Background: an optimization exercise with open tools, aiming at small area and few clock cycles per item. Do not read the settings as production practice. At most, simulation tests tie the RTL to the original design; equivalence was not proved. Power is estimated from default activity; no workload was simulated.

## packet_header_parser
module packet_header_parser #(
    parameter int unsigned MAX_FRAME = php_pkg::MAX_FRAME_DEF
) (
    input  logic                         aclk,
    input  logic                         aresetn,
    input  logic                         s_axis_tvalid,
    output logic                         s_axis_tready,
    input  logic [7:0]                   s_axis_tdata,
    input  logic                         s_axis_tlast,
    output logic                         m_axis_tvalid,
    input  logic                         m_axis_tready,
    output logic [php_pkg::RESULT_W-1:0] m_axis_tdata
);
    logic pend_reg;    
    logic fresh_reg;   
    logic [11:0] k_reg;         
    logic        ip_reg;        
    logic        arp_reg;       
    logic [3:0]  ver_reg;
    logic [3:0]  ihl_reg;
    logic        big_reg;       
    logic        past_reg;      
    logic [10:0] tot_reg;       
    logic [1:0]  pc_reg;        
    logic        ipok_reg;      
    logic [7:0]  acur_reg, aoth_reg;   
    logic        ac_reg;
    logic [7:0]  bcur_reg, both_reg;   
    logic        bc_reg;
    logic [15:0] p2_reg;        
    logic [3:0]  off_reg;
    logic [7:0]  flg_reg;       
    localparam logic [11:0] K_LAST = 12'(MAX_FRAME - 15);    
    logic go;
    assign s_axis_tready = !pend_reg || m_axis_tready;
    assign go            = s_axis_tvalid && s_axis_tready;
    assign m_axis_tvalid = pend_reg;
    logic [3:0] m;
    logic [8:0] d;
    logic       t_neg;        
    logic       seg_in;       
    logic [7:0] b;
    assign b        = s_axis_tdata;
    assign m        = (ihl_reg < 4'd5) ? 4'd5 : ihl_reg;
    assign {t_neg, d} = {1'b0, k_reg[10:2]} - {6'b0, m};
    assign seg_in   = !(past_reg || (!big_reg && k_reg[10:0] == tot_reg));
    logic t0, t1, t3, t12;
    assign t0  = !t_neg && d == 9'd0 && k_reg[1:0] == 2'd0;
    assign t1  = !t_neg && d == 9'd0 && k_reg[1:0] == 2'd1;
    assign t3  = !t_neg && d == 9'd0 && k_reg[1:0] == 2'd3;
  ...
For scale: about 610 cells after synthesis, ~95 I/O pins.
==> flow/config.mk <==
export PLATFORM = sky130hd
export DESIGN_NAME = packet_header_parser
export DESIGN_NICKNAME = packet_header_parser
export VERILOG_FILES = /design/flow/design.v
export SDC_FILE = /design/flow/constraint.sdc
export NUM_CORES = 4
export LEC_CHECK = 0
export CAP_MARGIN = 20
export CORE_MARGIN = 2
export CORE_UTILIZATION = 40
export SLEW_MARGIN = 20
==> flow/constraint.sdc <==
create_clock -name core_clock -period 7.0 [get_ports {aclk}]
set_input_delay 1.4000 -clock core_clock [delete_from_list [all_inputs] [get_ports {aclk}]]
set_output_delay 1.4000 -clock core_clock [all_outputs]
set_load 0.01 [all_outputs]
standard.sh (not shown) runs the stock make flow with config.mk's settings and CLKGATE_MAP_FILE= SYNTH_SCRIPT=/design/flow/synth_recipe.tcl, a recipe that flattens the netlist after the stock synthesis.
==> flow/flow/run.sh <==
#!/bin/bash
set -euo pipefail
export BUFFER_PORTS_ARGS="-buffer_cell sky130_fd_sc_hd__buf_1"
export CTS_ARGS="-sink_clustering_enable -repair_clock_nets -buf_list sky130_fd_sc_hd__clkbuf_8 -dont_use_dummy_load"
bash standard.sh > standard.log 2>&1
==> next run, changes <==
--- a/flow/flow/run.sh
+++ b/flow/flow/run.sh
@@ -4,2 +4,4 @@
 export CTS_ARGS="-sink_clustering_enable -repair_clock_nets -buf_list sky130_fd_sc_hd__clkbuf_8 -dont_use_dummy_load"
+export REMOVE_ABC_BUFFERS=1
+export RECOVER_POWER=100
 bash standard.sh > standard.log 2>&1
The changed run reached the layout checks and failed them: capacitance limit, slew limit. Clock skew stays flat. Total power barely changes. Cell count hardly moves. Non-clock buffer count goes down by 1. Wire length went up by about 2.2%.
Function was not checked in any run of this note: the RTL went through the layout flow alone.

========
packet_header_parser, a different RTL version from the one above (not shown whole).
Size: roughly 540 cells after synthesis, roughly 95 I/O pins, about 5900 um^2 of cells after synthesis.
==> flow/config.mk <==
export PLATFORM = sky130hd
export DESIGN_NAME = packet_header_parser
export DESIGN_NICKNAME = packet_header_parser
export VERILOG_FILES = /design/flow/design.v
export SDC_FILE = /design/flow/constraint.sdc
export NUM_CORES = 4
export LEC_CHECK = 0
export CAP_MARGIN = 20
export CORE_MARGIN = 2
export CORE_UTILIZATION = 40
export SLEW_MARGIN = 20
==> flow/constraint.sdc <==
create_clock -name core_clock -period 7.0 [get_ports {aclk}]
set_input_delay 1.4000 -clock core_clock [delete_from_list [all_inputs] [get_ports {aclk}]]
set_output_delay 1.4000 -clock core_clock [all_outputs]
set_load 0.01 [all_outputs]
==> flow/flow/run.sh <==
#!/bin/bash
# Standard layout, with every port buffered by the smallest buffer and a leaner clock tree.
set -euo pipefail
export BUFFER_PORTS_ARGS="-buffer_cell sky130_fd_sc_hd__buf_1"
export CTS_ARGS="-sink_clustering_enable -repair_clock_nets -buf_list sky130_fd_sc_hd__clkbuf_8 -dont_use_dummy_load"
export RECOVER_POWER=100
bash standard.sh > standard.log 2>&1
The baseline produced a layout that fails on max-capacitance violations, max-slew violations.
Testbench counts at the start, summed over its fixed seeds: cycles 135,206, frames 2,400.
Rerun with:
--- a/flow/flow/run.sh
+++ b/flow/flow/run.sh
@@ -4,4 +4,3 @@
 export BUFFER_PORTS_ARGS="-buffer_cell sky130_fd_sc_hd__buf_1"
 export CTS_ARGS="-sink_clustering_enable -repair_clock_nets -buf_list sky130_fd_sc_hd__clkbuf_8 -dont_use_dummy_load"
-export RECOVER_POWER=100
 bash standard.sh > standard.log 2>&1
What happened: The new run finished with timing, DRC and antenna clean. Via count goes up by 0.87%. Sequential power barely changes. Final area increases by about 0.5%. Power hardly moves. Cell count stays the same. Routed wire length went up by 0.34%. Combinational power hardly moves. Hold slack hardly moves.
Rerun with:
==> flow/flow/run.sh (replaced) <==
#!/bin/bash
# Standard layout, with every port buffered by the smallest buffer and a leaner clock tree.
set -euo pipefail
export BUFFER_PORTS_ARGS="-buffer_cell sky130_fd_sc_hd__buf_1"
export CTS_ARGS="-sink_clustering_enable -repair_clock_nets -buf_list sky130_fd_sc_hd__clkbuf_16 -dont_use_dummy_load -sink_clustering_size 50 -sink_clustering_max_diameter 200"
bash standard.sh > standard.log 2>&1
=> The new run produced a clean layout; register-to-register slack is better by 30 ps; clock power rises by 40%; total power goes up by 9.6%; first-iteration DRC count goes up by 4.1%; worst setup slack improved by 44 ps; fmax grows by 1.0%; cell count does not change; core utilization rises by 0.70 points.

========
packet_header_parser, a different RTL version from the one above (not shown whole).
Size: roughly 490 cells after synthesis, about 110 flip-flops, ~95 I/O pins, roughly 5700 um2 of cells after synthesis.
==> flow/design.v (excerpt) <==
module packet_header_parser #(
    parameter int unsigned MAX_FRAME = php_pkg::MAX_FRAME_DEF
) (
    input  logic                         aclk,
    input  logic                         aresetn,
    input  logic                         s_axis_tvalid,
    output logic                         s_axis_tready,
    input  logic [7:0]                   s_axis_tdata,
    input  logic                         s_axis_tlast,
    output logic                         m_axis_tvalid,
    input  logic                         m_axis_tready,
    output logic [php_pkg::RESULT_W-1:0] m_axis_tdata
);
clock: 7.0 ns
lec_check: 0
cap_margin: 20
core_margin: 2
core_utilization: 40
slew_margin: 20
==> flow/flow/run.sh <==
#!/bin/bash
# Standard layout, with every port buffered by the smallest buffer and a leaner clock tree.
set -euo pipefail
export BUFFER_PORTS_ARGS="-buffer_cell sky130_fd_sc_hd__buf_1"
export CTS_ARGS="-sink_clustering_enable -repair_clock_nets -buf_list sky130_fd_sc_hd__clkbuf_8 -dont_use_dummy_load -sink_clustering_size 50 -sink_clustering_max_diameter 300"
bash standard.sh > standard.log 2>&1
Testbench counts at the start, summed over its fixed seeds: cycles 135,206, frames 2,400.
Rerun with:
==> flow/flow/run.sh (replaced) <==
#!/bin/bash
# Standard layout, with every port buffered by the smallest buffer and a leaner clock tree.
set -euo pipefail
export BUFFER_PORTS_ARGS="-buffer_cell sky130_fd_sc_hd__buf_1"
export CTS_ARGS="-repair_clock_nets -buf_list sky130_fd_sc_hd__clkbuf_8 -dont_use_dummy_load"
bash standard.sh > standard.log 2>&1
The changed run passed the timing, design-rule and antenna checks.
Worst hold slack stays the same.
Cell area is unchanged.
Wire length is unchanged.
Clock power stays flat.
Global-route usage is unchanged.
Utilization stays the same.
Total power is unchanged.
Area after synthesis is unchanged.
Worst setup slack does not change.
Rerun with:
==> flow/flow/run.sh (replaced) <==
#!/bin/bash
# Standard layout, with every port buffered by the smallest buffer and a leaner clock tree.
set -euo pipefail
export BUFFER_PORTS_ARGS="-buffer_cell sky130_fd_sc_hd__buf_1"
export CTS_ARGS="-sink_clustering_enable -repair_clock_nets -buf_list sky130_fd_sc_hd__clkbuf_8 -dont_use_dummy_load"
bash standard.sh > standard.log 2>&1
=> Final area does not change; worst hold slack is unchanged; routed wire length does not change; power stays the same; utilization does not change; area after synthesis stays the same; via count does not change; clock skew does not change; first-iteration DRC count stays the same; synthesized cell count stays the same; setup slack does not change.

========
== the baseline ==
packet_header_parser, a different RTL version from the one above (not shown whole).
Size: ~100 flip-flops, about 95 I/O pins.
export LEC_CHECK = 0
export CAP_MARGIN = 20
export CORE_MARGIN = 2
export CORE_UTILIZATION = 40
export SLEW_MARGIN = 20
create_clock -name core_clock -period 7.0 [get_ports {aclk}]
==> flow/flow/run.sh <==
#!/bin/bash
# Standard layout, with every port buffered by the smallest buffer instead of the default.
set -euo pipefail
export BUFFER_PORTS_ARGS="-buffer_cell sky130_fd_sc_hd__buf_1"
bash standard.sh > standard.log 2>&1
Setup changes, the baseline to the candidate
- CTS_BUF_LIST now sky130_fd_sc_hd__clkbuf_8, previously not set
==> flow/run.sh (new file) <==
#!/bin/bash
# synth_recipe.tcl (not shown) runs the flow's synth.tcl, then flattens the netlist and writes it again
# the make line also repeats each setting of config.mk as NAME=value (left out here)
make -C /OpenROAD-flow-scripts/flow DESIGN_CONFIG=/design/flow/config.mk WORK_HOME=/design/flow/orfs CLKGATE_MAP_FILE= SYNTH_SCRIPT=/design/flow/synth_recipe.tcl finish
removed: flow/flow/run.sh
removed: flow/standard.sh
Notes after the runs:
- Portion of total power attributed to combinational logic is lower on the baseline
- Changes observed in the candidate relative to the baseline: global routing met2 resource utilization higher, clock-pin slew on the worst setup and hold paths higher.
- The candidate ran to completion and came out clean on the timing, design-rule and antenna checks.
- [the candidate vs the baseline] sequential share of layout area: lower in the candidate
No functional check of the RTL was part of any run of this note.

## static timing again, ports no longer ideal
No port has a modelled driver above. Below, the same layouts with a new extraction and two added sets of constraints. Step 1: set_driving_cell puts a clkbuf_16 on aclk and a buf_2 on each other input, an assumption about the parent block. Step 2 adds t to the input delays and takes it off the output delays; t is the mean of the earliest and latest rising clock arrival at the registers after step 1. Input paths then give back, and output paths get back, about the clock's delay inside the block. a / b / c = ideal / step 1 / step 2; a / b = the first two.
run | t (ns) | slack for setup (ns) | hold slack, ns | worst data-port slew with drivers (ns)
the first run of note 1 | 0.417 | 1.751 / 1.751 / 1.751 | 0.550 / 0.550 / 0.550 | 0.03
the second run of note 1 | 0.409 | 1.226 / 1.192 / 1.546 | 0.555 / 0.555 / 0.555 | 0.04
the first run of note 2 | 0.419 | 2.181 / 2.181 / 2.181 | 0.560 / 0.560 / 0.560 | 0.04
the second run of note 2 | 0.423 | 2.694 / 2.656 / 2.834 | 0.559 / 0.559 / 0.559 | 0.04
the third run of note 2 | 0.394 | 2.738 / 2.695 / 2.854 | 0.560 / 0.560 / 0.560 | 0.04
the first run of note 3 | 0.404 | 1.504 / 1.504 / 1.481 | 0.555 / 0.555 / 0.555 | 0.03
the second run of note 3 | 0.404 | 1.504 / 1.504 / 1.481 | 0.555 / 0.555 / 0.555 | 0.03
the third run of note 3 | 0.404 | 1.504 / 1.504 / 1.481 | 0.555 / 0.555 / 0.555 | 0.03
the baseline | 0.411 | 1.396 / 1.350 / 1.761 | 0.587 / 0.587 / 0.587 | 0.05
the candidate | 0.439 | 0.986 / 0.946 / 1.385 | 0.575 / 0.575 / 0.575 | 0.05
